This design comes from an exercise in tuning for small area on the open sky130 flow, not from production work.
No functional check of the RTL was part of any run shown here.
Power figures rest on the tool's default switching activity, not on a simulated workload.

[design/flow/flow/run.sh]
#!/bin/bash
set -euo pipefail
W=$PWD
rm -rf "$W/abc_scripts"
cp -r "$FLOW_HOME/scripts" "$W/abc_scripts"
cp "$W/flow/abc_area.script" "$W/abc_scripts/abc_area.script"
SCRIPTS_DIR="$W/abc_scripts" bash standard.sh synth > "$W/synth.log" 2>&1
bash standard.sh > "$W/layout.log" 2>&1
[design/flow/flow/abc_area.script]
strash
&get -n
&dch -f
&nf -a -R 1000
&put
[design/flow/standard.sh]
#!/bin/bash
# synth_recipe.tcl (not shown) runs the flow's synth.tcl, then flattens the netlist and writes it again
# the make line also repeats each setting of config.mk as NAME=value (left out here)
make -C /OpenROAD-flow-scripts/flow DESIGN_CONFIG=/design/flow/config.mk WORK_HOME=/design/flow/orfs CLKGATE_MAP_FILE= SYNTH_SCRIPT=/design/flow/synth_recipe.tcl "${@:-finish}"
[design/flow/config.mk]
export PLATFORM = sky130hd
export DESIGN_NAME = us_ctrl_top
export DESIGN_NICKNAME = us_ctrl_top
export VERILOG_FILES = /design/flow/design.v
export SDC_FILE = /design/flow/constraint.sdc
export NUM_CORES = 4
export LEC_CHECK = 0
export ABC_AREA = 1
export CAP_MARGIN = 20
export CORE_MARGIN = 2
export CORE_UTILIZATION = 60
export CTS_BUF_LIST = sky130_fd_sc_hd__clkbuf_16
export CTS_CLUSTER_DIAMETER = 60
export CTS_CLUSTER_SIZE = 24
export PLACE_DENSITY = 0.75
export SLEW_MARGIN = 20
[design/flow/constraint.sdc]
create_clock -name core_clock -period 6.0 [get_ports {clk}]
set_input_delay 1.2000 -clock core_clock [delete_from_list [all_inputs] [get_ports {clk}]]
set_output_delay 1.2000 -clock core_clock [all_outputs]
set_load 0.01 [all_outputs]
[design/flow/design.v]
`timescale 1ns/1ps
package us_reg_pkg;
	typedef logic [11:0] apb_addr_t;   
	typedef logic [31:0] apb_data_t;
	typedef logic [10:0] mux_cnt_t;    
	localparam apb_addr_t REG_CTRL     = 12'h000;   
	localparam apb_addr_t REG_STATUS   = 12'h004;   
	localparam apb_addr_t REG_NUM_BITS = 12'h008;   
	localparam apb_addr_t REG_TX0      = 12'h00C;   
	localparam apb_addr_t REG_TX1      = 12'h010;   
	localparam apb_addr_t REG_TX2      = 12'h014;   
	localparam apb_addr_t REG_RX0      = 12'h018;   
	localparam apb_addr_t REG_RX1      = 12'h01C;
	localparam apb_addr_t REG_RX2      = 12'h020;
	localparam apb_addr_t REG_TX_LEN   = 12'h024;   
	localparam apb_addr_t REG_INIT_DLY = 12'h028;   
	localparam apb_addr_t REG_SAMPLES  = 12'h02C;   
	localparam apb_addr_t REG_MUX      = 12'h030;   
	localparam int CTRL_SPI_START   = 0;   
	localparam int CTRL_ACQ_START   = 1;   
	localparam int CTRL_PULSER_EN   = 2;
	localparam int CTRL_TXRX_SPI_EN = 3;
	localparam int CTRL_TXRX_SW_OFF = 4;
	localparam int CTRL_BF_RESET    = 5;
endpackage
`timescale 1ns/1ps
package us_acq_pkg;
	localparam int BF_WORD_W = 70;               
	typedef logic [BF_WORD_W-1:0] bf_word_t;
	typedef logic [7:0]           bit_count_t;   
	typedef logic [31:0]          delay_t;       
	typedef enum logic [1:0] {
		SPI_IDLE,
		SPI_WAIT,    
		SPI_SHIFT,   
		SPI_DONE     
	} spi_state_e;
	typedef enum logic [1:0] {
		ACQ_IDLE,
		ACQ_WAIT,    
		ACQ_RUN      
	} acq_state_e;
endpackage
`timescale 1ns/1ps
module us_ctrl_top
#(
	parameter int START_DELAY = 10,   
	parameter int SCK_HALF    = 2     
) (
	input  logic      clk,
	input  logic      rst_n,
	input  logic      psel,
	input  logic      penable,
	input  logic      pwrite,
	input  us_reg_pkg::apb_addr_t paddr,
	input  us_reg_pkg::apb_data_t pwdata,
	output us_reg_pkg::apb_data_t prdata,
	output logic      pready,
	output logic      pslverr,
	output logic      bf_spi_cs_n,
	output logic      bf_spi_sck,
	output logic      bf_spi_sdo,
	input  logic      bf_spi_sdi,
	output logic      bf_tx_en,
	output logic      fifo_en,
	output logic      pulser_en,
	output logic      txrx_spi_en,
	output logic      txrx_sw_off,
	output logic      bf_reset,
	output us_reg_pkg::mux_cnt_t  mux_cnt
);
	localparam int W   = us_acq_pkg::BF_WORD_W;   
	localparam int DLY_W = $clog2(START_DELAY + 1);
	assign pready = 1'b1;   
	logic wr_acc, rd_acc, wr_ctrl, status_rd;
	logic spi_start, acq_start;
	logic [W-1:0] tx_word;
	logic [7:0]   num_bits;
	logic [31:0]  tx_len, init_dly, samples;
	assign wr_acc    = psel & penable & pwrite;
	assign rd_acc    = psel & penable & ~pwrite;
	assign wr_ctrl   = wr_acc && (paddr == us_reg_pkg::REG_CTRL);
	assign status_rd = rd_acc && (paddr == us_reg_pkg::REG_STATUS);
	always_ff @(posedge clk or negedge rst_n) begin
		if (!rst_n) begin
			spi_start <= 1'b0;
			acq_start <= 1'b0;
		end else begin
			spi_start <= wr_ctrl & pwdata[us_reg_pkg::CTRL_SPI_START];
			acq_start <= wr_ctrl & pwdata[us_reg_pkg::CTRL_ACQ_START];
		end
	end
	always_ff @(posedge clk or negedge rst_n) begin
		if (!rst_n) begin
			pulser_en   <= 1'b0;
			txrx_spi_en <= 1'b0;
			txrx_sw_off <= 1'b0;
			bf_reset    <= 1'b0;
			mux_cnt     <= '0;
		end else if (wr_acc) begin
			if (paddr == us_reg_pkg::REG_CTRL) begin
				pulser_en   <= pwdata[us_reg_pkg::CTRL_PULSER_EN];
				txrx_spi_en <= pwdata[us_reg_pkg::CTRL_TXRX_SPI_EN];
				txrx_sw_off <= pwdata[us_reg_pkg::CTRL_TXRX_SW_OFF];
				bf_reset    <= pwdata[us_reg_pkg::CTRL_BF_RESET];
			end
			if (paddr == us_reg_pkg::REG_MUX) mux_cnt <= pwdata[10:0];
		end
	end
	logic [31:0] tx0_r, tx1_r, tx_len_r, init_dly_r, samples_r;
	logic [W-65:0] tx2_r;
	logic [7:0]  num_bits_r;
	logic v_tx0, v_tx1, v_tx2, v_nb, v_len, v_dly, v_smp;
	always_ff @(posedge clk) begin
		if (wr_acc) begin
			case (paddr)
				us_reg_pkg::REG_NUM_BITS: num_bits_r <= pwdata[7:0];
				us_reg_pkg::REG_TX0:      tx0_r <= pwdata;
				us_reg_pkg::REG_TX1:      tx1_r <= pwdata;
				us_reg_pkg::REG_TX2:      tx2_r <= pwdata[W-65:0];
				us_reg_pkg::REG_TX_LEN:   tx_len_r <= pwdata;
				us_reg_pkg::REG_INIT_DLY: init_dly_r <= pwdata;
				us_reg_pkg::REG_SAMPLES:  samples_r <= pwdata;
				default: ;
			endcase
		end
	end
	always_ff @(posedge clk or negedge rst_n) begin
		if (!rst_n) begin
			{v_tx0, v_tx1, v_tx2, v_nb, v_len, v_dly, v_smp} <= '0;
		end else if (wr_acc) begin
			case (paddr)
				us_reg_pkg::REG_NUM_BITS: v_nb  <= 1'b1;
				us_reg_pkg::REG_TX0:      v_tx0 <= 1'b1;
				us_reg_pkg::REG_TX1:      v_tx1 <= 1'b1;
				us_reg_pkg::REG_TX2:      v_tx2 <= 1'b1;
				us_reg_pkg::REG_TX_LEN:   v_len <= 1'b1;
				us_reg_pkg::REG_INIT_DLY: v_dly <= 1'b1;
				us_reg_pkg::REG_SAMPLES:  v_smp <= 1'b1;
				default: ;
			endcase
		end
	end
	assign tx_word  = {tx2_r & {(W-64){v_tx2}}, tx1_r & {32{v_tx1}}, tx0_r & {32{v_tx0}}};
	assign num_bits = num_bits_r & {8{v_nb}};
	assign tx_len   = tx_len_r & {32{v_len}};
	assign init_dly = init_dly_r & {32{v_dly}};
	assign samples  = samples_r & {32{v_smp}};
	typedef enum logic [1:0] {
		SPI_IDLE  = 2'b00,
		SPI_WAIT  = 2'b01,
		SPI_SHIFT = 2'b11,
		SPI_DONE  = 2'b10
	} spi_st_e;
	spi_st_e      spi_st;
	logic [DLY_W-1:0] spi_dly;
	logic         half;       
	logic [6:0]   bit_cnt;    
	logic [6:0]   bit_total;  
	logic [W-1:0] sreg;       
	logic [W:0]   sreg_x;
	logic [6:0]   len_eff;
	logic         spi_sel;    
	logic         spi_rise, spi_fall, spi_last;
	logic         spi_busy, spi_done;
	assign len_eff  = (num_bits == 8'd0 || num_bits > 8'(W)) ? 7'(W) : num_bits[6:0];
	assign sreg_x   = {sreg, 1'b0};
	assign spi_sel  = sreg_x[bit_total];
	assign spi_rise = (spi_st == SPI_SHIFT) & half & ~bf_spi_sck;
	assign spi_fall = (spi_st == SPI_SHIFT) & half & bf_spi_sck;
	assign spi_last = (bit_cnt == bit_total);
	assign spi_busy = (spi_st != SPI_IDLE);
	assign spi_done = (spi_st == SPI_DONE);
	assign bf_spi_cs_n = (spi_st != SPI_SHIFT);
	always_ff @(posedge clk or negedge rst_n) begin
		if (!rst_n) begin
			spi_st     <= SPI_IDLE;
			half       <= 1'b0;
			bf_spi_sck <= 1'b0;
			bf_spi_sdo <= 1'b0;
			bit_cnt    <= '0;
		end else begin
			case (spi_st)
				SPI_IDLE: if (spi_start) begin
					spi_st  <= SPI_WAIT;
					bit_cnt <= '0;
				end
				SPI_WAIT: if (spi_dly == DLY_W'(START_DELAY - 1)) begin
					spi_st     <= SPI_SHIFT;
					bf_spi_sdo <= spi_sel;
				end
				SPI_SHIFT: begin
					half <= ~half;
					if (half) begin
						bf_spi_sck <= ~bf_spi_sck;
						if (!bf_spi_sck) begin
							bit_cnt <= bit_cnt + 1'b1;
						end else if (spi_last) begin
							spi_st     <= SPI_DONE;
							bf_spi_sdo <= 1'b0;
						end else begin
							bf_spi_sdo <= spi_sel;
						end
					end
				end
				default: spi_st <= SPI_IDLE;
			endcase
		end
	end
	always_ff @(posedge clk) begin
		if (spi_st == SPI_IDLE && spi_start) begin
			sreg      <= tx_word;
			bit_total <= len_eff;
			spi_dly   <= '0;
		end else begin
			if (spi_st == SPI_WAIT)
				spi_dly <= spi_dly + 1'b1;
			if (spi_rise)
				sreg <= {sreg[W-2:0], bf_spi_sdi};
		end
	end
	logic [1:0]  rx_w;
	logic        rx_gt, rx_eq;
	logic [3:0]  rx_gt_h, rx_eq_h;
	logic [7:0]  rx_gt_l;
	logic [31:0] rx_mask;
	assign rx_w  = paddr[5] ? 2'd2 : {1'b0, paddr[2]};
	assign rx_gt = (bit_cnt[6:5] > rx_w);
	assign rx_eq = (bit_cnt[6:5] == rx_w);
	always_comb begin
		for (int h = 0; h < 4; h++) begin
			rx_gt_h[h] = rx_gt | (rx_eq & (bit_cnt[4:3] > 2'(h)));
			rx_eq_h[h] = rx_eq & (bit_cnt[4:3] == 2'(h));
		end
		for (int l = 0; l < 8; l++)
			rx_gt_l[l] = (bit_cnt[2:0] > 3'(l));
		for (int j = 0; j < 32; j++)
			rx_mask[j] = rx_gt_h[j/8] | (rx_eq_h[j/8] & rx_gt_l[j%8]);
	end
	typedef enum logic [1:0] {
		ACQ_IDLE = 2'b00,
		ACQ_WAIT = 2'b01,
		ACQ_RUN  = 2'b11,
		ACQ_DONE = 2'b10    
	} acq_st_e;
	acq_st_e      acq_st;
	logic [DLY_W-1:0] acq_dly;
	logic [31:0]  tx_rem, dly_rem, smp_rem;
	logic         tx_nz, dly_nz, smp_nz, acq_run;
	logic         acq_busy, acq_done, acq_go;
	assign tx_nz    = (tx_rem != '0);
	assign dly_nz   = (dly_rem != '0);
	assign smp_nz   = (smp_rem != '0);
	assign acq_run  = (acq_st == ACQ_RUN);
	assign acq_busy = acq_st[0];
	assign acq_done = (acq_st == ACQ_DONE);
	assign acq_go   = ~acq_st[0] & acq_start;
	assign bf_tx_en = acq_run & tx_nz;
	assign fifo_en  = acq_run & ~dly_nz & smp_nz;
	always_ff @(posedge clk or negedge rst_n) begin
		if (!rst_n) begin
			acq_st <= ACQ_IDLE;
		end else begin
			case (acq_st)
				ACQ_WAIT: if (acq_dly == DLY_W'(START_DELAY - 1)) acq_st <= ACQ_RUN;
				ACQ_RUN:  if (!tx_nz && !smp_nz) acq_st <= ACQ_DONE;
				default:  acq_st <= acq_start ? ACQ_WAIT : ACQ_IDLE;
			endcase
		end
	end
	logic        acq_dec_tx, acq_dec_dly, acq_dec_smp;
	logic [31:0] tx_tog, dly_tog, smp_tog;
	assign acq_dec_tx  = acq_run & tx_nz;
	assign acq_dec_dly = acq_run & dly_nz;
	assign acq_dec_smp = acq_run & ~dly_nz & smp_nz;
	always_comb begin
		for (int i = 0; i < 32; i++) begin
			tx_tog[i]  = acq_dec_tx  & ((tx_rem  & ((32'd1 << i) - 32'd1)) == '0);
			dly_tog[i] = acq_dec_dly & ((dly_rem & ((32'd1 << i) - 32'd1)) == '0);
			smp_tog[i] = acq_dec_smp & ((smp_rem & ((32'd1 << i) - 32'd1)) == '0);
		end
	end
	always_ff @(posedge clk) begin
		tx_rem  <= acq_go ? tx_len   : (tx_rem ^ tx_tog);
		dly_rem <= acq_go ? init_dly : (dly_rem ^ dly_tog);
		smp_rem <= acq_go ? samples  : (smp_rem ^ smp_tog);
		if (acq_go)
			acq_dly <= '0;
		else if (acq_st == ACQ_WAIT)
			acq_dly <= acq_dly + 1'b1;
	end
	logic spi_flag, acq_flag, addr_hit;
	us_reg_pkg::apb_data_t rdata;
	always_ff @(posedge clk or negedge rst_n) begin
		if (!rst_n) begin
			spi_flag <= 1'b0;
			acq_flag <= 1'b0;
		end else begin
			spi_flag <= spi_done | (spi_flag & ~status_rd);
			acq_flag <= acq_done | (acq_flag & ~status_rd);
		end
	end
	always_comb begin
		rdata    = '0;
		addr_hit = 1'b1;
		case (paddr)
			us_reg_pkg::REG_CTRL: begin
				rdata[us_reg_pkg::CTRL_PULSER_EN]   = pulser_en;
				rdata[us_reg_pkg::CTRL_TXRX_SPI_EN] = txrx_spi_en;
				rdata[us_reg_pkg::CTRL_TXRX_SW_OFF] = txrx_sw_off;
				rdata[us_reg_pkg::CTRL_BF_RESET]    = bf_reset;
			end
			us_reg_pkg::REG_STATUS:   rdata[3:0] = {acq_busy, spi_busy, acq_flag, spi_flag};
			us_reg_pkg::REG_NUM_BITS: rdata[7:0] = num_bits;
			us_reg_pkg::REG_TX0:      rdata = tx_word[31:0];
			us_reg_pkg::REG_TX1:      rdata = tx_word[63:32];
			us_reg_pkg::REG_TX2:      rdata[W-65:0] = tx_word[W-1:64];
			us_reg_pkg::REG_RX0:      rdata = sreg[31:0] & rx_mask;
			us_reg_pkg::REG_RX1:      rdata = sreg[63:32] & rx_mask;
			us_reg_pkg::REG_RX2:      rdata[W-65:0] = sreg[W-1:64] & rx_mask[W-65:0];
			us_reg_pkg::REG_TX_LEN:   rdata = tx_len;
			us_reg_pkg::REG_INIT_DLY: rdata = init_dly;
			us_reg_pkg::REG_SAMPLES:  rdata = samples;
			us_reg_pkg::REG_MUX:      rdata[10:0] = mux_cnt;
			default:                  addr_hit = 1'b0;
		endcase
	end
	assign prdata  = rd_acc ? rdata : '0;
	assign pslverr = rd_acc & ~addr_hit;
endmodule
==> impl_metrics.json, run 1 <==
{
  "hp-start": "smp_rem[13]",
  "reg2reg_to": "smp_rem[27]",
  "ys_seq_area_share_pct": 60.1,
  "cts_setup_buffers": 0,
  "final_cell_area_um2": 20600,
  "postRouteWirelength_mm": 56.1,
  "fin_cells": 2202,
  "drive_gt1_share_pct": 7.10,
  "finClkSkew_ps": 20.6,
  "hpwl_mm": 37.7,
  "core_um2": 28900,
  "die-area_um2": 30800,
  "async_flop_share_pct": 10.1,
  "syn_to_final_growth_pct": 16.5,
  "cts-root-buf": "clkbuf_16",
  "hold_viol_final": 0,
  "whs_path_depth": 2,
  "crit_arrival_ps": 4580,
  "synth_cells": 1627,
  "timing.final.max_slew_violations": 0,
  "cp_max_fo": 11,
  "crit_required_ps": 4800,
  "cts_buffers": 28,
  "vias_per_cell": 6.87,
  "ys.flop_type": "edfxtp_1",
  "max_freq_mhz": 173,
  "powerDensity_nw_per_um2": 300,
  "crit_type": "in -> out",
  "setup-tns-final_ps": 0,
  "ir_worst_vdd_mv": 0.251,
  "cpPeakStageDelay_ps": 930,
  "overflow": 0,
  "ioPinCount": 104,
  "maxSlewHeadroom_pct": 18.2,
  "gp_congestion": 1.01,
  "ctsLongestPathBuffers": 3,
  "p_leak_uw": 0.00685,
  "routedWlPerCell_um": 25.5,
  "rsz0062_at_grt": "false",
  "reg2reg_depth": 17,
  "tritoncts": "built",
  "pre_cts_slack_ps": 256,
  "fin_crit_ps": 5780,
  "cap_violations": 0,
  "holdPathEnd": "smp_rem[13]",
  "rows": 62,
  "status": "finished clean",
  "dp.cells": 2150,
  "synth-edff-count": 251,
  "grt_pass1_vias": 14350,
  "grt_pass1_wl_mm": 84.0,
  "hold_buffers": 0,
  "grt_max_degree": 88,
  "clkLatencyLatePin_ps": 570,
  "fin_nets": 1861,
  "slowest_stage": "o41ai_4",
  "r2r_slack_ps": 690,
  "layout_commonest_cell": "edfxtp_1",
  "dieHeight_um": 176,
  "power_frac_clock_pct": 33.5,
  "start_util_pct": 61.3,
  "setup_ws_ps": 218,
  "firstDrtPassIters": 6,
  "synth_nets": 1692,
  "ant_nets": 0,
  "via_count": 15119,
  "tightest_slew_ps": 1230,
  "fin_util_pct": 71.3,
  "grtUsageTotal_pct": 36.0,
  "synthDistinctLibCells": 54,
  "ys_warn_count": 1,
  "die_w_um": 176,
  "p_int_uw": 4460,
  "cts_resized": 0,
  "place_area_um2": 19600,
  "synth.ff_latch_count": 395,
  "port-buffer-count": 102,
  "fill_cells": 2150,
  "startpoint": "paddr[5]",
  "p_sw_uw": 1720,
  "drc_errors": 0,
  "cts.sinks": 395,
  "start_kind": "input port",
  "htree_levels": 1,
  "syn_area_um2": 17700,
  "period_share_pct": 96.4,
  "p_seq_share_pct": 54.8,
  "clk_pin_slew_ps": 70,
  "switching_share_pct": 27.8,
  "drt-initial-drc-count": 2543,
  "rr_startpoint": "dly_rem[0]",
  "cp_cell_sequence": "clkdlybuf4s50_1 > nor3_1 > nand3_1 > or2_1 > nand2_1 > o41ai_4 > nand2_1 > a21oi_1 > a21oi_1 > clkdlybuf4s50_1",
  "antenna_found_initial": 1,
  "mostFrequentLayoutCells": "edfxtp_1 (251), nor2_1 (185), a21oi_1 (185), nand2_1 (151), nand3_1 (136)",
  "antenna_cells": 0,
  "p_comb_share_pct": 11.7,
  "hold_path.class": "reg -> reg",
  "end_kind": "output pin",
  "avgSynthCellArea_um2": 10.9,
  "setup_viol": 0
}
## metrics by stage
| stage | total power (µW) | hold slack, ps |
|---|---|---|
| floorplan | 3800 | 432 |
| global placement | 4090 | 446 |
| detailed placement | 4120 | 463 |
| CTS | 6150 | 473 |
| global route | 6350 | 495 |
| finish | 6180 | 472 |
## critical path: cells and delay by family
family	cells	cell delay (ps)
AND/OR/NAND/NOR	5	1030
AO/OA/AOI/OAI	3	1260
buffers and inverters	2	1080
## power by group through the flow
stage / sequential, µW / clock (µW) / combinational (µW)
2_1_floorplan: 3350 / 0 / 447
3_3_place_gp: 3420 / 0 / 670
3_5_place_dp: 3420 / 0 / 700
4_1_cts: 3370 / 2080 / 704
5_1_grt: 3400 / 2170 / 782
6_report: 3380 / 2070 / 723
## cell usage after synthesis, types with 3 or more instances
cell type	instances	area share (%)
xnor2_1	23	1.1
xor2_1	33	1.6
o21a_1	4	0.17
nand3_1	136	3.9
o31a_1	5	0.25
o211ai_1	20	0.85
nor2_1	195	4.1
o31ai_1	8	0.34
nand2_1	151	3.2
and2_0	6	0.21
ha_1	15	1.1
o22ai_1	8	0.28
a31oi_1	59	2.1
clkinv_1	23	0.49
nor3_1	42	1.2
o21ai_0	124	3.5
edfxtp_1	251	43
mux2_1	16	1.0
o221ai_1	6	0.30
nor2b_1	5	0.18
or2_0	16	0.57
dfxtp_1	104	12
and3_1	12	0.42
mux4_2	21	2.7
a32oi_1	11	0.55
nand2b_1	4	0.14
a22o_1	5	0.25
a222oi_1	6	0.34
o2111ai_1	3	0.15
or4_1	5	0.21
or3_1	18	0.64
nand4_1	8	0.28
o221a_1	3	0.19
dfrtp_1	40	5.7
a21oi_1	185	5.2
a22oi_1	17	0.72
nor4_1	16	0.57
## logic make-up (layout without fill, tap and decap cells)
group           after synthesis  in the layout  share of synthesized area [%]
other cells                   1              1                         0.0212
flops                       395            395                           60.1
fa+ha+maj                    15             15                           1.06
mux                          39             39                           3.81
buf+inv                      24            215                          0.531
xor+xnor                     56             56                           2.77
simple gates                619            619                           15.8
compound gates              478            478                           15.9
## per-layer routing
layer  part of all wire [%]  wire [µm]  global-route usage [%]
met5                  0.020         11                       0
met1                     39      21600                    51.1
met2                     44      24900                    54.7
met4                    4.8       2670                    15.8
met3                     12       6940                    6.80
## how the worst max path moves through the flow
stage / to / slack, ps / depth (start not counted)
floorplan: bit_cnt[3] / 20 / 7
global placement: prdata[31] / 300 / 9
detailed placement: prdata[31] / 260 / 9
CTS: prdata[31] / 240 / 9
global route: prdata[31] / 90 / 9
finish: prdata[7] / 220 / 10
## flip-flops by register name, summed over array words and instances, names as in the netlist, 2 cells and up
signal      count
spi_st          2
acq_dly         4
smp_rem        32
samples_r      32
spi_dly         4
num_bits_r      8
mux_cnt        11
acq_st          2
tx_rem         32
sreg           70
tx1_r          32
tx2_r           6
dly_rem        32
init_dly_r     32
bit_cnt         7
tx0_r          32
bit_total       7
tx_len_r       32
## area by class of cell
class,count,area [µm²],share of cell area [%]
multi-input combinational,1208,7050,34.2
sequential,395,10600,51.6
tap,384,480,2.33
clock inverter,23,265,1.29
clock buffer,29,726,3.53
inverter,23,88.8,0.432
timing repair buffer,140,1350,6.58
==> run 2, diff against run 1 <==
--- a/design/flow/flow/run.sh
+++ b/design/flow/flow/run.sh
@@ -7,2 +7,2 @@
 SCRIPTS_DIR="$W/abc_scripts" bash standard.sh synth > "$W/synth.log" 2>&1
-bash standard.sh > "$W/layout.log" 2>&1
+BUFFER_PORTS_ARGS="-buffer_cell sky130_fd_sc_hd__buf_1" bash standard.sh > "$W/layout.log" 2>&1
==> run 2 against run 1 <==
  * Combinational power decreased by 3.0%
  * Final area decreased by 3.3%
  * Flip-flop and latch count unchanged
  * Still clean on timing, DRC and antenna
  * First-iteration DRC count decreased by 9.4%
  * Sequential power about the same
  * Cell count about the same
  * Core utilization decreased by 2.3 points
  * Critical path type unchanged
  * Synthesized cell count unchanged
==> impl_metrics.json, run 2 <==
{
  "status": "finished clean",
  "hp-start": "acq_dly[3]",
  "rr_startpoint": "dly_rem[4]",
  "maxSlewHeadroom_pct": 23.4,
  "antenna_cells": 0,
  "htree_levels": 1,
  "grtUsageTotal_pct": 36.3,
  "whs_ps": 485,
  "synthTopCellsByCount": "edfxtp_1 (251), nor2_1 (195), a21oi_1 (185), nand2_1 (151), nand3_1 (136)",
  "timing.final.max_slew_violations": 0,
  "drc_errors": 0,
  "firstDrtPassIters": 7,
  "max_freq_mhz": 188,
  "clk_pin_slew_ps": 90,
  "synth_xor_area_share_pct": 2.77,
  "fin_nets": 1859,
  "dieHeight_um": 176,
  "crit_required_ps": 4800,
  "port-buffer-count": 102,
  "routedWlPerCell_um": 25.7,
  "synth_area_leaders": "edfxtp_1 (43%), dfxtp_1 (12%), dfrtp_1 (5.7%)",
  "rsz0062_at_grt": "false",
  "cts.sinks": 395,
  "postRouteWirelength_mm": 56.6,
  "largest_register_ffs": 70,
  "cts_setup_buffers": 0,
  "pre_cts_slack_ps": 859,
  "synth-edff-count": 251,
  "syn_area_um2": 17700,
  "layout_commonest_cell": "edfxtp_1",
  "ys_seq_area_share_pct": 60.1,
  "grt_max_degree": 90,
  "cap_violations": 0,
  "die_w_um": 176,
  "fin_crit_ps": 5320,
  "antenna_found_initial": 0,
  "grt_pass1_vias": 14272,
  "start_kind": "input port",
  "synth_top_family_by_area": "compound AO/OA/AOI/OAI gates",
  "start_util_pct": 61.3,
  "synthMuxAreaShare_pct": 3.81,
  "setup_viol": 0,
  "tritoncts": "built",
  "ctsLongestPathBuffers": 3,
  "synth.ff_latch_count": 395,
  "end_kind": "output pin",
  "syn_to_final_growth_pct": 12.6,
  "ioPinCount": 104,
  "async_flop_share_pct": 10.1,
  "cp_max_fo": 23,
  "avgSynthCellArea_um2": 10.9,
  "hold_viol_final": 0,
  "cts_buffers": 28,
  "dp.cells": 2148,
  "crit_type": "in -> out",
  "ys.flop_type": "edfxtp_1",
  "yosysMostFrequentCell": "edfxtp_1",
  "hpwl_mm": 38.3,
  "synth_nets": 1692,
  "ys_warn_count": 1,
  "drive_gt1_share_pct": 7.10,
  "hold_buffers": 0,
  "ant_nets": 0,
  "powerDensity_nw_per_um2": 310,
  "netlist.area_leader.share_pct": 42.6,
  "vias_per_cell": 6.88,
  "core_um2": 28900,
  "grt_pass1_wl_mm": 84.6,
  "period_share_pct": 88.7,
  "fin_util_pct": 69.0,
  "gp_congestion": 0.957,
  "setup_ws_ps": 678,
  "tightest_slew_ps": 1150,
  "setup-tns-final_ps": 0,
  "via_count": 15139,
  "mostFrequentLayoutCells": "edfxtp_1 (251), nor2_1 (185), a21oi_1 (185), nand2_1 (151), nand3_1 (136)",
  "synth-compound-area-share_pct": 15.9,
  "cts-root-buf": "clkbuf_16",
  "clkLatencyLatePin_ps": 580,
  "cts_resized": 0,
  "finClkSkew_ps": 23.7,
  "p_leak_uw": 0.00659,
  "die-area_um2": 30800,
  "synth_top_cell_by_area": "edfxtp_1",
  "top_register": "sreg",
  "synth_cells": 1627,
  "crit_arrival_ps": 4120,
  "ir_worst_vdd_mv": 0.253,
  "yosys.area_share.simple_pct": 15.8,
  "fin_cells": 2200,
  "drt-initial-drc-count": 2304,
  "hold_path.class": "reg -> reg",
  "rows": 62,
  "synthDistinctLibCells": 54,
  "overflow": 0,
  "startpoint": "paddr[9]",
  "synth-adder-area-share_pct": 1.06
}
==> run 2: routing by layer <==
metal	global-route usage, %	routed length, µm	part of all wire [%]
met1	52.0	21800	39
met3	7.34	7010	12
met4	15.7	2810	5.0
met2	54.5	24900	44
met5	0	0	0
==> run 2: cell type report <==
type	instances	area, µm²
multi-input combinational	1208	7050
sequential	395	10600
clock buffer	29	726
inverter	23	88.8
tap	384	480
fill	2220	8950
clock inverter	23	287
timing repair buffer	138	654
==> run 2: cell families after synthesis <==
logic type / count (synthesis)
buffers and inverters: 24
AOI/OAI and AO/OA: 478
xor gates and xnor gates: 56
adders and majority gates: 15
and+or+nand+nor: 619
muxes: 39
DFF: 395
other: 1
==> run 2: worst paths after layout <==
check / end / slack, ps / depth (start not counted)
max: prdata[7] / 680 / 12
min: acq_st[1] / 490 / 2
max reg2reg: smp_rem[27] / 1030 / 17
min reg2reg: acq_st[1] / 490 / 2
max in group asynchronous: v_tx1 / 4830 / 2
min in group asynchronous: mux_cnt[0] / 710 / 2
==> run 2: report_power, final <==
part	leakage, µW	total, µW	switching [µW]	internal (µW)
registers	0.00363	3380	217	3170
clock network	0.000485	2090	1090	1000
logic	0.00247	701	457	243
==> run 2: critical path: stages <==
cell	delay (ps)
buf_1	80
or4_1	590
nor2_1	230
and2_0	230
nand2b_1	450
buf_4	460
nor2_1	160
a31oi_1	70
o221ai_1	120
a311oi_1	70
a21oi_1	260
buf_1	180
==> run 2: stage by stage <==
step	power (µW)	instance area, µm²
floorplan	3800	17700
global placement	4070	18900
detailed placement	4100	18900
CTS	6140	19900
global route	6350	19900
finish	6170	19900
==> run 3, diff against run 2 <==
==> design/flow/flow/run.sh (replaced) <==
#!/bin/bash
set -euo pipefail
W=$PWD
rm -rf "$W/abc_scripts"
cp -r "$FLOW_HOME/scripts" "$W/abc_scripts"
cp "$W/flow/abc_area.script" "$W/abc_scripts/abc_area.script"
SCRIPTS_DIR="$W/abc_scripts" bash standard.sh synth > "$W/synth.log" 2>&1
export BUFFER_PORTS_ARGS="-buffer_cell sky130_fd_sc_hd__buf_1"
export CTS_ARGS="-sink_clustering_enable -repair_clock_nets -sink_clustering_size 24 -sink_clustering_max_diameter 60 -buf_list sky130_fd_sc_hd__clkbuf_16 -dont_use_dummy_load"
bash standard.sh > "$W/layout.log" 2>&1
==> run 3 against run 2 <==
  * First-iteration DRC count up 0.22%
  * Count of clock-buffer cells in the layout is 1 lower
  * Core utilization is 1.1 points lower
  * Final area is 1.6% lower
  * Wire length down 0.23%
  * Non-clock buffer count unchanged
  * Combinational power hardly changed
  * Synthesized cell count unchanged
  * Sequential power about the same
  * Clock power shrank about 20%
  * Critical endpoint unchanged
==> impl_metrics.json, run 3 <==
{
  "avgSynthCellArea_um2": 10.9,
  "cts_resized": 0,
  "finClkSkew_ps": 42.1,
  "ys_warn_count": 1,
  "start_util_pct": 61.3,
  "end_kind": "output pin",
  "top_register": "sreg",
  "holdPathEnd": "acq_st[1]",
  "grtUsageMet3_pct": 8.10,
  "top_usage_layer": "met2",
  "async_flop_share_pct": 10.1,
  "cpLargestDelayFamily": "simple AND/OR/NAND/NOR gates",
  "synth-edff-count": 251,
  "p_int_uw": 4230,
  "drt-initial-drc-count": 2309,
  "grtUsageTotal_pct": 36.3,
  "slowest_stage": "or4_1",
  "mostFrequentLayoutCells": "edfxtp_1 (251), nor2_1 (185), a21oi_1 (185), nand2_1 (151), nand3_1 (136)",
  "die-area_um2": 30800,
  "cp_max_fo": 23,
  "antenna_found_initial": 0,
  "use_met1_pct": 51.1,
  "postRouteWirelength_mm": 56.4,
  "ctsLongestPathBuffers": 3,
  "cts.sinks": 395,
  "fin_nets": 1859,
  "synth.ff_latch_count": 395,
  "synthDistinctLibCells": 54,
  "reg2reg_to": "smp_rem[27]",
  "rsz0062_at_grt": "false",
  "p_seq_share_pct": 58.7,
  "p_comb_share_pct": 12.2,
  "final_cell_area_um2": 19600,
  "die_w_um": 176,
  "powerDensity_nw_per_um2": 294,
  "ant_nets": 0,
  "cpPeakStageDelay_ps": 590,
  "cts_setup_buffers": 0,
  "hold_path.class": "reg -> reg",
  "clk_pin_slew_ps": 80,
  "overflow": 0,
  "status": "finished clean",
  "dieHeight_um": 176,
  "firstDrtPassIters": 6,
  "reg2reg_depth": 17,
  "setup-tns-final_ps": 0,
  "cap_violations": 0,
  "tightest_slew_ps": 1130,
  "clkLatencyLatePin_ps": 570,
  "rows": 62,
  "synth_cells": 1627,
  "place_area_um2": 18900,
  "via_count": 15046,
  "synth_top_cell_by_area": "edfxtp_1",
  "met2_usage_pct": 55.1,
  "drc_errors": 0,
  "power_frac_clock_pct": 29.1,
  "yosysMostFrequentCell": "edfxtp_1",
  "switching_share_pct": 26.5,
  "tritoncts": "built",
  "setup_viol": 0,
  "synth_area_leaders": "edfxtp_1 (43%), dfxtp_1 (12%), dfrtp_1 (5.7%)",
  "synthTopCellsByCount": "edfxtp_1 (251), nor2_1 (195), a21oi_1 (185), nand2_1 (151), nand3_1 (136)",
  "ir_worst_vdd_mv": 0.199,
  "hpwl_mm": 38.3,
  "layout_commonest_cell": "edfxtp_1",
  "crit_required_ps": 4800,
  "p_sw_uw": 1530,
  "vias_per_cell": 6.91,
  "rr_startpoint": "dly_rem[4]",
  "whs_path_depth": 2,
  "ys.flop_type": "edfxtp_1",
  "hp-start": "acq_dly[3]",
  "netlist.area_leader.share_pct": 42.6,
  "critPathBufInv": 3,
  "ioPinCount": 104,
  "htree_levels": 1,
  "crit_arrival_ps": 4090,
  "pre_cts_slack_ps": 859,
  "antenna_cells": 0,
  "cp_cell_sequence": "buf_1 > or4_1 > nor2_1 > and2_0 > nand2b_1 > buf_4 > nor2_1 > a31oi_1 > o221ai_1 > a311oi_1 > a21oi_1 > buf_1",
  "maxSlewHeadroom_pct": 24.6,
  "crit_type": "in -> out",
  "fin_crit_ps": 5290,
  "core_um2": 28900,
  "grt_max_degree": 90,
  "setup_ws_ps": 715,
  "period_share_pct": 88.1,
  "hold_viol_final": 0,
  "routedWlPerCell_um": 25.9,
  "r2r_slack_ps": 1040,
  "grt_pass1_wl_mm": 84.4,
  "drive_gt1_share_pct": 5.92,
  "p_leak_uw": 0.00645,
  "grt_pass1_vias": 14211,
  "hold_buffers": 0,
  "gp_congestion": 0.957,
  "cts_buffers": 28,
  "port-buffer-count": 102,
  "timing.final.max_slew_violations": 0,
  "start_kind": "input port",
  "cts-root-buf": "clkbuf_16",
  "max_freq_mhz": 189,
  "syn_to_final_growth_pct": 10.9,
  "ys_seq_area_share_pct": 60.1,
  "largest_register_ffs": 70,
  "synth_nets": 1692,
  "syn_area_um2": 17700
}
[run 3: cell counts after synthesis]
No cell type changed its count.
[run 3: final cells by class]
cell class / count / area, µm²
clock buffer: 28 / 701
fill: 2256 / 9260
inverter: 23 / 88.8
multi-input combinational: 1208 / 7050
sequential: 395 / 10600
tap: 384 / 480
timing repair buffer: 138 / 654
[run 3: kinds of logic (layout without fill, tap and decap cells)]
group                    count (synthesis)  after routing  share of synthesized area (%)
AND/OR/NAND/NOR                        619            619                           15.8
AO/OA/AOI/OAI                          478            478                           15.9
flip-flops                             395            395                           60.1
XOR/XNOR                                56             56                           2.77
multiplexers                            39             39                           3.81
buffers and inverters                   24            189                          0.531
adder cells (fa/ha/maj)                 15             15                           1.06
other                                    1              1                         0.0212
[run 3: power groups by stage]
| stage | combinational [µW] | clock, µW | sequential, µW |
|---|---|---|---|
| final | 701 | 1680 | 3380 |
| after detailed placement | 679 | 0 | 3420 |
| after global routing | 761 | 1780 | 3390 |
| after floorplan | 447 | 0 | 3350 |
| after global placement | 651 | 0 | 3420 |
| after CTS | 683 | 1680 | 3370 |
[run 3: per-layer routing]
metal / part of all wire, % / routed length [µm]
met5: 0 / 0
met4: 4.8 / 2700
met3: 12 / 6800
met2: 45 / 25100
met1: 39 / 21800
[run 3: worst max-delay path by stage]
| stage | end | depth (start not counted) | slack, ps | from |
|---|---|---|---|---|
| CTS | prdata[7] | 12 | 840 | paddr[9] |
| floorplan | bit_cnt[3] | 7 | 20 | spi_st[0] |
| detailed placement | prdata[7] | 12 | 860 | paddr[9] |
| global placement | prdata[31] | 10 | 950 | paddr[9] |
| global route | prdata[7] | 12 | 650 | paddr[9] |
| finish | prdata[7] | 12 | 710 | paddr[9] |
[run 3: worst min-delay path, stage by stage (launching register included)]
cell      delay (ps)
dfxtp_1          320
nand4b_1          80
nand2_1           50
[run 3: stage by stage]
| step | instances | util [%] | power, µW | hold WS, ps |
|---|---|---|---|---|
| 6_report | 2176 | 67.9 | 5760 | 486 |
| 5_1_grt | 2176 | 67.9 | 5940 | 501 |
| 4_1_cts | 2176 | 67.9 | 5730 | 491 |
| 3_5_place_dp | 2148 | 65.5 | 4100 | 476 |
| 3_3_place_gp | 2148 | 65.5 | 4070 | 466 |
| 2_1_floorplan | 1627 | - | 3800 | 432 |
==> run 4, diff against run 3 <==
--- a/design/flow/config.mk
+++ b/design/flow/config.mk
@@ -8,3 +8,3 @@
 export ABC_AREA = 1
-export CAP_MARGIN = 20
+export CAP_MARGIN = 0
 export CORE_MARGIN = 2
@@ -15,2 +15,2 @@
 export PLACE_DENSITY = 0.75
-export SLEW_MARGIN = 20
+export SLEW_MARGIN = 0
==> run 4 against run 3 <==
  * Synthesized cell count is the same
  * Combinational power hardly changed
  * Clock skew is the same
  * Sequential share of layout area did not move
  * Final area is the same
  * Cell count is the same
  * Largest power group unchanged
  * Worst hold slack is the same
  * Synthesized area unchanged
  * Non-clock buffer count stayed put
  * Global-route usage is the same
  * Power did not move
  * Still clean
==> impl_metrics.json, run 4 <==
{
  "setup-tns-final_ps": 0,
  "period_share_pct": 88.1,
  "rsz0062_at_grt": "false",
  "fin_crit_ps": 5290,
  "ys.flop_type": "edfxtp_1",
  "avgSynthCellArea_um2": 10.9,
  "finClkSkew_ps": 42.1,
  "drive_gt1_share_pct": 5.92,
  "ctsLongestPathBuffers": 3,
  "start_util_pct": 61.3,
  "cts.sinks": 395,
  "firstDrtPassIters": 6,
  "async_flop_share_pct": 10.1,
  "hold_buffers": 0,
  "die_w_um": 176,
  "postRouteWirelength_mm": 56.4,
  "end_kind": "output pin",
  "fin_nets": 1859,
  "p_leak_uw": 0.00645,
  "maxSlewHeadroom_pct": 24.6,
  "overflow": 0,
  "antenna_cells": 0,
  "grt_pass1_vias": 14211,
  "rows": 62,
  "largest_register_ffs": 70,
  "fin_cells": 2176,
  "reg2reg_depth": 17,
  "vias_per_cell": 6.91,
  "r2r_slack_ps": 1040,
  "hp-start": "acq_dly[3]",
  "synthDistinctLibCells": 54,
  "hold_path.class": "reg -> reg",
  "final_cell_area_um2": 19600,
  "synth_cells": 1627,
  "netlist.area_leader.share_pct": 42.6,
  "fin_util_pct": 67.9,
  "ant_nets": 0,
  "cts-root-buf": "clkbuf_16",
  "gp_congestion": 0.957,
  "syn_to_final_growth_pct": 10.9,
  "core_um2": 28900,
  "cts_buffers": 28,
  "antenna_found_initial": 0,
  "cts_setup_buffers": 0,
  "dp.cells": 2148,
  "holdPathEnd": "acq_st[1]",
  "ys_seq_area_share_pct": 60.1,
  "hpwl_mm": 38.3,
  "yosysMostFrequentCell": "edfxtp_1",
  "status": "finished clean",
  "drc_errors": 0,
  "grt_pass1_wl_mm": 84.4,
  "synth_top_cell_by_area": "edfxtp_1",
  "max_freq_mhz": 189,
  "grtUsageTotal_pct": 36.3,
  "synth.ff_latch_count": 395,
  "cts_resized": 0,
  "whs_path_depth": 2,
  "grt_max_degree": 90,
  "routedWlPerCell_um": 25.9,
  "synth-edff-count": 251,
  "synthTopCellsByCount": "edfxtp_1 (251), nor2_1 (195), a21oi_1 (185), nand2_1 (151), nand3_1 (136)",
  "ys_warn_count": 1,
  "synth_nets": 1692,
  "layout_commonest_cell": "edfxtp_1",
  "port-buffer-count": 102,
  "top_register": "sreg",
  "tightest_slew_ps": 1130,
  "via_count": 15046,
  "syn_area_um2": 17700,
  "clk_pin_slew_ps": 80,
  "power_uw": 5760,
  "start_kind": "input port",
  "cp_max_fo": 23,
  "hold_viol_final": 0,
  "cap_violations": 0,
  "drt-initial-drc-count": 2309,
  "ioPinCount": 104,
  "tritoncts": "built",
  "rr_startpoint": "dly_rem[4]",
  "crit_arrival_ps": 4090,
  "htree_levels": 1,
  "setup_viol": 0,
  "synth_area_leaders": "edfxtp_1 (43%), dfxtp_1 (12%), dfrtp_1 (5.7%)",
  "ir_worst_vdd_mv": 0.199,
  "powerDensity_nw_per_um2": 294,
  "crit_required_ps": 4800,
  "clkLatencyLatePin_ps": 570,
  "timing.final.max_slew_violations": 0,
  "die-area_um2": 30800,
  "mostFrequentLayoutCells": "edfxtp_1 (251), nor2_1 (185), a21oi_1 (185), nand2_1 (151), nand3_1 (136)",
  "reg2reg_to": "smp_rem[27]",
  "crit_type": "in -> out",
  "place_area_um2": 18900,
  "dieHeight_um": 176
}
run 4: cell counts after synthesis:
No cell type changed its count.
run 4: metal layers:
layer	track usage [%]	share of wire (%)	up-vias
li1	-	-	6539
met1	51.1	39	7286
met2	55.1	45	1029
met3	8.10	12	192
met4	14.8	4.8	0
met5	0	0	-
run 4: worst max path at each step:
stage | endpoint | slack [ps] | depth (start not counted) | startpoint
2_1_floorplan | bit_cnt[3] | 20 | 7 | spi_st[0]
3_3_place_gp | prdata[31] | 950 | 10 | paddr[9]
3_5_place_dp | prdata[7] | 860 | 12 | paddr[9]
4_1_cts | prdata[7] | 840 | 12 | paddr[9]
5_1_grt | prdata[7] | 650 | 12 | paddr[9]
6_report | prdata[7] | 710 | 12 | paddr[9]
run 4: final cells by class:
cell class	instances	area, µm²
fillers	2256	9260
well taps	384	480
multi-input cells	1208	7050
inverters	23	88.8
repair buffers	138	654
flip-flops and latches	395	10600
clock buffers	28	701
run 4: logic make-up (layout without fill, tap and decap cells):
kind of cell	count (synthesis)	count (layout)	share of synthesized area, %
xor+xnor	56	56	2.77
flops	395	395	60.1
buf+inv	24	189	0.531
mux	39	39	3.81
compound gates	478	478	15.9
fa+ha+maj	15	15	1.06
other cells	1	1	0.0212
simple gates	619	619	15.8
run 4: stage by stage:
stage          setup slack [ps]  hold WS [ps]
2_1_floorplan              15.4           432
3_3_place_gp                953           466
3_5_place_dp                859           476
4_1_cts                     840           491
5_1_grt                     653           501
6_report                    715           486
run 4: critical path, cell delays in order:
cell	delay [ps]
buf_1	80
or4_1	590
nor2_1	230
and2_0	230
nand2b_1	430
buf_4	450
nor2_1	160
a31oi_1	70
o221ai_1	120
a311oi_1	70
a21oi_1	250
buf_1	180
run 4: where the power goes:
part / switching, µW / internal (µW) / total, µW
Sequential: 214 / 3170 / 3380
Combinational: 458 / 243 / 701
Clock: 856 / 820 / 1680
==> run 5, diff against run 4 <==
==> design/flow/flow/run.sh (replaced) <==
#!/bin/bash
set -euo pipefail
W=$PWD
rm -rf "$W/abc_scripts"
cp -r "$FLOW_HOME/scripts" "$W/abc_scripts"
cp "$W/flow/abc_area.script" "$W/abc_scripts/abc_area.script"
SCRIPTS_DIR="$W/abc_scripts" bash standard.sh synth > "$W/synth.log" 2>&1
export BUFFER_PORTS_ARGS="-buffer_cell sky130_fd_sc_hd__buf_1"
export CTS_ARGS="-sink_clustering_enable -repair_clock_nets -sink_clustering_size 32 -sink_clustering_max_diameter 50 -buf_list sky130_fd_sc_hd__clkbuf_16 -dont_use_dummy_load"
bash standard.sh > "$W/layout.log" 2>&1
--- a/design/flow/config.mk
+++ b/design/flow/config.mk
@@ -8,3 +8,3 @@
 export ABC_AREA = 1
-export CAP_MARGIN = 0
+export CAP_MARGIN = 20
 export CORE_MARGIN = 2
@@ -15,2 +15,2 @@
 export PLACE_DENSITY = 0.75
-export SLEW_MARGIN = 0
+export SLEW_MARGIN = 20
==> run 5 against run 4 <==
  * Clock power increased by 22%
  * Still clean on timing, DRC and antenna
  * Largest cell class unchanged
  * First-iteration DRC count increased by 0.61%
  * Power increased by 6.6%
  * Non-clock buffer count unchanged
  * Synthesized area unchanged
  * Synthesized cell count unchanged
  * Sequential share of layout area decreased by 0.68 points
  * Largest power group unchanged
  * Worst hold slack got worse by 1.5 ps
  * Cell count increased by 0.46%
  * Flip-flop and latch count unchanged
  * Combinational power about the same
  * Sequential power about the same
==> impl_metrics.json, run 5 <==
{
  "synth_top_cell_by_area": "edfxtp_1",
  "drc_errors": 0,
  "end_kind": "output pin",
  "synth_area_leaders": "edfxtp_1 (43%), dfxtp_1 (12%), dfrtp_1 (5.7%)",
  "drive_gt1_share_pct": 6.44,
  "synthTopCellsByCount": "edfxtp_1 (251), nor2_1 (195), a21oi_1 (185), nand2_1 (151), nand3_1 (136)",
  "p_int_uw": 4530,
  "syn_area_um2": 17700,
  "timing.final.max_slew_violations": 0,
  "ioPinCount": 104,
  "cp_max_fo": 21,
  "via_count": 15151,
  "die_w_um": 176,
  "hold_viol_final": 0,
  "core_um2": 28900,
  "routedWlPerCell_um": 26.0,
  "setup_ws_ps": 703,
  "drt-initial-drc-count": 2323,
  "status": "finished clean",
  "tritoncts": "built",
  "ant_nets": 0,
  "hold_buffers": 0,
  "synth_nets": 1692,
  "hp-start": "acq_dly[3]",
  "crit_type": "in -> out",
  "crit_required_ps": 4800,
  "period_share_pct": 88.3,
  "ys_warn_count": 1,
  "cts_setup_buffers": 0,
  "switching_share_pct": 26.2,
  "cts_resized": 0,
  "ir_worst_vdd_mv": 0.231,
  "fin_crit_ps": 5300,
  "fin_nets": 1869,
  "die-area_um2": 30800,
  "met2WireLength_mm": 25.4,
  "synth.ff_latch_count": 395,
  "gp_congestion": 0.957,
  "hold_path.class": "reg -> reg",
  "startpoint": "paddr[9]",
  "cap_violations": 0,
  "ctsLongestPathBuffers": 3,
  "clkLatencyLatePin_ps": 540,
  "synth_cells": 1627,
  "powerDensity_nw_per_um2": 309,
  "clk_pin_slew_ps": 70,
  "rsz0062_at_grt": "false",
  "async_flop_share_pct": 10.1,
  "largest_register_ffs": 70,
  "maxSlewHeadroom_pct": 25.0,
  "p_sw_uw": 1610,
  "synth-edff-count": 251,
  "start_kind": "input port",
  "power_uw": 6140,
  "htree_levels": 2,
  "start_util_pct": 61.3,
  "vias_per_cell": 6.93,
  "cts.sinks": 395,
  "postRouteWirelength_mm": 56.8,
  "fin_util_pct": 68.8,
  "dieHeight_um": 176,
  "cp-endpoint": "prdata[31]",
  "cts-root-buf": "clkbuf_16",
  "reg2reg_depth": 17,
  "r2r_slack_ps": 1060,
  "grtUsageTotal_pct": 36.8,
  "yosysMostFrequentCell": "edfxtp_1",
  "grt_max_degree": 90,
  "netlist.area_leader.share_pct": 42.6,
  "p_leak_uw": 0.00657,
  "whs_path_depth": 2,
  "finClkSkew_ps": 40.5,
  "avgSynthCellArea_um2": 10.9,
  "tightest_slew_ps": 1120,
  "synthDistinctLibCells": 54,
  "top_register": "sreg",
  "grt_pass1_wl_mm": 85.0,
  "ys_seq_area_share_pct": 60.1,
  "p_seq_share_pct": 55.2,
  "max_freq_mhz": 189,
  "overflow": 0,
  "setup_viol": 0,
  "layout_commonest_cell": "edfxtp_1",
  "crit_arrival_ps": 4100,
  "grt_pass1_vias": 14265,
  "port-buffer-count": 102,
  "antenna_found_initial": 1,
  "pre_cts_slack_ps": 859,
  "rr_startpoint": "dly_rem[4]",
  "p_comb_share_pct": 11.4,
  "syn_to_final_growth_pct": 12.3,
  "firstDrtPassIters": 10,
  "rows": 62,
  "hpwl_mm": 38.3,
  "power_frac_clock_pct": 33.4,
  "wl_met3_mm": 6.88,
  "cts_buffers": 38,
  "routed.top_layer": "met5",
  "ys.flop_type": "edfxtp_1",
  "mostFrequentLayoutCells": "edfxtp_1 (251), nor2_1 (185), a21oi_1 (185), nand2_1 (151), nand3_1 (136)",
  "wl_met1_mm": 21.9,
  "reg2reg_to": "smp_rem[27]",
  "antenna_cells": 0,
  "setup-tns-final_ps": 0
}
[run 5: changes by cell type in the layout (fill, tap and decap cells not counted), sizes merged]
cell	change
clkbuf	+10
[run 5: layout make-up]
type | count | area (µm²)
Sequential cell | 395 | 10600
Fill cell | 2231 | 9010
Multi-Input combinational cell | 1208 | 7050
Clock buffer | 38 | 951
Timing Repair Buffer | 138 | 654
Tap cell | 384 | 480
Inverter | 23 | 88.8
[run 5: stage by stage]
stage	std cells	hold WS (ps)	cell area, µm²
2_1_floorplan	1627	432	17700
3_3_place_gp	2148	466	18900
3_5_place_dp	2148	476	18900
4_1_cts	2186	486	19800
5_1_grt	2186	500	19800
6_report	2186	484	19800
[run 5: critical path: stages]
cell	delay [ps]
buf_1	80
or4_1	590
nor2_1	230
and2_0	230
nand2b_1	440
nand2_1	330
o41ai_4	120
buf_4	300
a31oi_1	380
buf_1	190
[run 5: worst min-delay path by stage]
stage               slack (ps)           to
finish                     480    acq_st[1]
global route               500    acq_st[1]
global placement           470  smp_rem[31]
floorplan                  430  smp_rem[13]
detailed placement         480     spi_flag
CTS                        490  smp_rem[31]
[run 5: routing by layer]
| layer | vias up | track usage (%) |
|---|---|---|
| li1 | 6575 | - |
| met1 | 7257 | 51.6 |
| met2 | 1113 | 55.4 |
| met3 | 204 | 8.38 |
| met4 | 2 | 16.0 |
| met5 | - | 0 |
[run 5: cell families after synthesis]
kind of cell	share of synthesized area, %
AO/OA/AOI/OAI	15.9
XOR/XNOR	2.77
adder cells (fa/ha/maj)	1.06
buffers and inverters	0.531
flip-flops	60.1
multiplexers	3.81
other	0.0212
AND/OR/NAND/NOR	15.8
[run 5: power by group through the flow]
stage / Combinational (µW) / Clock, µW / Sequential (µW)
after floorplan: 447 / 0 / 3350
after CTS: 683 / 2050 / 3370
final: 702 / 2050 / 3380
after detailed placement: 679 / 0 / 3420
after global routing: 762 / 2150 / 3400
after global placement: 651 / 0 / 3420
==> run 6, diff against run 5 <==
==> design/flow/flow/run.sh (replaced) <==
#!/bin/bash
set -euo pipefail
W=$PWD
rm -rf "$W/abc_scripts"
cp -r "$FLOW_HOME/scripts" "$W/abc_scripts"
cp "$W/flow/abc_area.script" "$W/abc_scripts/abc_area.script"
SCRIPTS_DIR="$W/abc_scripts" bash standard.sh synth > "$W/synth.log" 2>&1
export BUFFER_PORTS_ARGS="-buffer_cell sky130_fd_sc_hd__buf_1"
export CTS_ARGS="-sink_clustering_enable -repair_clock_nets -sink_clustering_size 16 -sink_clustering_max_diameter 40 -buf_list sky130_fd_sc_hd__clkbuf_8 -dont_use_dummy_load"
bash standard.sh > "$W/layout.log" 2>&1
==> run 6 against run 5 <==
  * Core utilization down 1.0 points
  * Non-clock buffer count unchanged
  * Final area down 1.5%
  * Maximum frequency about the same
  * Register-to-register slack worse by 60 ps
  * Die area unchanged
  * Critical path depth unchanged
  * Clock skew up 39 ps
  * Clock power down 21%
==> impl_metrics.json, run 6 <==
{
  "status": "finished clean",
  "whs_ps": 480,
  "powerDensity_nw_per_um2": 291,
  "switching_share_pct": 27.7,
  "routedWlPerCell_um": 25.9,
  "synthDistinctLibCells": 54,
  "grt_pass1_wl_mm": 84.7,
  "ir_worst_vdd_mv": 0.247,
  "holdPathEnd": "dly_rem[14]",
  "reg2reg_depth": 17,
  "hp-start": "init_dly_r[14]",
  "antenna_cells": 0,
  "cts_buffers": 48,
  "top_register": "sreg",
  "ioPinCount": 104,
  "drc_errors": 0,
  "setup-tns-final_ps": 0,
  "grt_pass1_vias": 14349,
  "synth_nets": 1692,
  "clkLatencyLatePin_ps": 630,
  "crit_type": "in -> out",
  "cap_violations": 0,
  "ant_nets": 0,
  "start_util_pct": 61.3,
  "fill_cells": 2308,
  "grt_max_degree": 90,
  "finClkSkew_ps": 79.5,
  "p_comb_share_pct": 12.3,
  "clk_pin_slew_ps": 100,
  "async_flop_share_pct": 10.1,
  "cp_max_fo": 21,
  "start_kind": "input port",
  "end_kind": "output pin",
  "whs_path_depth": 2,
  "die-area_um2": 30800,
  "setup_viol": 0,
  "rr_startpoint": "dly_rem[4]",
  "ys.flop_type": "edfxtp_1",
  "crit_required_ps": 4800,
  "rsz0062_at_grt": "false",
  "gp_congestion": 0.957,
  "hold_viol_final": 0,
  "synth.ff_latch_count": 395,
  "htree_levels": 2,
  "reg2reg_to": "smp_rem[27]",
  "grtUsageTotal_pct": 36.6,
  "tritoncts": "built",
  "synth-edff-count": 251,
  "crit_arrival_ps": 4100,
  "setup_ws_ps": 703,
  "netlist.area_leader.share_pct": 42.6,
  "drt-initial-drc-count": 2211,
  "layout_commonest_cell": "edfxtp_1",
  "dieHeight_um": 176,
  "synth_area_leaders": "edfxtp_1 (43%), dfxtp_1 (12%), dfrtp_1 (5.7%)",
  "p_seq_share_pct": 59.3,
  "maxSlewHeadroom_pct": 24.9,
  "postRouteWirelength_mm": 57.0,
  "firstDrtPassIters": 9,
  "mostFrequentLayoutCells": "edfxtp_1 (251), nor2_1 (185), a21oi_1 (185), nand2_1 (151), nand3_1 (136)",
  "cts_resized": 0,
  "r2r_slack_ps": 1000,
  "cts_setup_buffers": 0,
  "tightest_slew_ps": 1130,
  "power_frac_clock_pct": 28.3,
  "fin_util_pct": 67.8,
  "p_sw_uw": 1580,
  "max_freq_mhz": 189,
  "ys_seq_area_share_pct": 60.1,
  "via_count": 15175,
  "drive_gt1_share_pct": 6.95,
  "hold_buffers": 0,
  "synth_top_cell_by_area": "edfxtp_1",
  "vias_per_cell": 6.91,
  "core_um2": 28900,
  "yosysMostFrequentCell": "edfxtp_1",
  "hold_path.class": "reg -> reg",
  "synth_cells": 1627,
  "synthTopCellsByCount": "edfxtp_1 (251), nor2_1 (195), a21oi_1 (185), nand2_1 (151), nand3_1 (136)",
  "overflow": 0,
  "die_w_um": 176,
  "hpwl_mm": 38.3,
  "syn_area_um2": 17700,
  "syn_to_final_growth_pct": 10.6,
  "rows": 62,
  "antenna_found_initial": 0,
  "port-buffer-count": 102,
  "largest_register_ffs": 70,
  "ys_warn_count": 1,
  "fin_nets": 1879,
  "period_share_pct": 88.3,
  "p_int_uw": 4120,
  "avgSynthCellArea_um2": 10.9,
  "cts.sinks": 395,
  "p_leak_uw": 0.00645,
  "fin_crit_ps": 5300,
  "pre_cts_slack_ps": 859,
  "startpoint": "paddr[9]",
  "ctsLongestPathBuffers": 3,
  "cts-root-buf": "clkbuf_8",
  "timing.final.max_slew_violations": 0
}
## run 6: cell count changes in the layout (fill, tap and decap cells not counted), sizes merged
cell	before	now
clkbuf	39	49
## run 6: power by group through the flow
| stage | sequential, µW | combinational [µW] | clock, µW |
|---|---|---|---|
| after floorplan | 3350 | 447 | 0 |
| after global placement | 3420 | 651 | 0 |
| after detailed placement | 3420 | 679 | 0 |
| after CTS | 3370 | 679 | 1610 |
| after global routing | 3390 | 759 | 1720 |
| final | 3380 | 703 | 1610 |
## run 6: layer usage
metal  vias up  global-route usage [%]  routed length, µm
met5         -                       0                  0
met4         0                    17.4               2780
met3       213                    8.23               7380
met2      1140                    54.5              24900
met1      7233                    51.5              21900
li1       6589                       -                  -
## run 6: kinds of logic (layout without fill, tap and decap cells)
group,count (synthesis),count (layout),synth area share (%)
simple gates,619,619,15.8
compound gates,478,478,15.9
flops,395,395,60.1
xor+xnor,56,56,2.77
mux,39,39,3.81
buf+inv,24,209,0.531
fa+ha+maj,15,15,1.06
other cells,1,1,0.0212
## run 6: final cells by class
class	instances	area (µm²)	share of cell area (%)
Clock buffer	48	661	3.38
Inverter	23	88.8	0.454
Tap cell	384	480	2.46
Multi-Input combinational cell	1208	7050	36.0
Timing Repair Buffer	138	654	3.35
Sequential cell	395	10600	54.3
## run 6: critical path, stage by stage
cell and delay [ps]:
buf_1 80, or4_1 590, nor2_1 230, and2_0 230, nand2b_1 440, nand2_1 330
o41ai_4 120, buf_4 290, a31oi_1 370, buf_1 190
## run 6: per-stage QoR
| stage | power [µW] | cell area [µm²] | instances |
|---|---|---|---|
| 6_report | 5700 | 19600 | 2196 |
| 5_1_grt | 5870 | 19600 | 2196 |
| 4_1_cts | 5660 | 19600 | 2196 |
| 3_5_place_dp | 4100 | 18900 | 2148 |
| 3_3_place_gp | 4070 | 18900 | 2148 |
| 2_1_floorplan | 3800 | 17700 | 1627 |
## run 6: worst max path at each step
stage / to / cells after the start
finish: prdata[31] / 10
global route: prdata[7] / 12
CTS: prdata[7] / 12
detailed placement: prdata[7] / 12
global placement: prdata[31] / 10
floorplan: bit_cnt[3] / 7

separate check: timing with driven ports:
How much do the figures lean on ideal ports? The routed layouts below were timed once more, with nothing changed but the port constraints. Step 1, drivers: a clkbuf_16 drives clk and a buf_2 each remaining input, both assumed. Step 2 times the ports against the registers' clock, not the clock port: input delays grow and output delays shrink by t, the midpoint of the rising clock arrivals with the driver on. Three values: ideal ports, drivers, drivers and shift; two values: the first two.
| run | t (ns) | setup WS [ns] | hold WS [ns] | slew at the worst register clock pin (ns) | worst data-port slew with drivers (ns) |
|---|---|---|---|---|---|
| run 1 | 0.617 | 0.218 / 0.193 / 0.193 | 0.472 / 0.472 / 0.472 | 0.09 / 0.09 | 0.04 |
| run 2 | 0.623 | 0.678 / 0.657 / 0.657 | 0.485 / 0.485 / 0.485 | 0.10 / 0.10 | 0.04 |
| run 3 | 0.605 | 0.715 / 0.694 / 0.694 | 0.486 / 0.486 / 0.486 | 0.09 / 0.09 | 0.04 |
| run 4 | 0.605 | 0.715 / 0.694 / 0.694 | 0.486 / 0.486 / 0.486 | 0.09 / 0.09 | 0.04 |
| run 5 | 0.573 | 0.703 / 0.681 / 0.681 | 0.484 / 0.484 / 0.484 | 0.08 / 0.08 | 0.04 |
| run 6 | 0.635 | 0.703 / 0.682 / 0.682 | 0.480 / 0.480 / 0.480 | 0.10 / 0.10 | 0.04 |
After both steps every run listed still meets setup and hold. The setup slack of run 1, which loses most, moves by -0.025 ns with the drivers and by -0.025 ns with both steps.
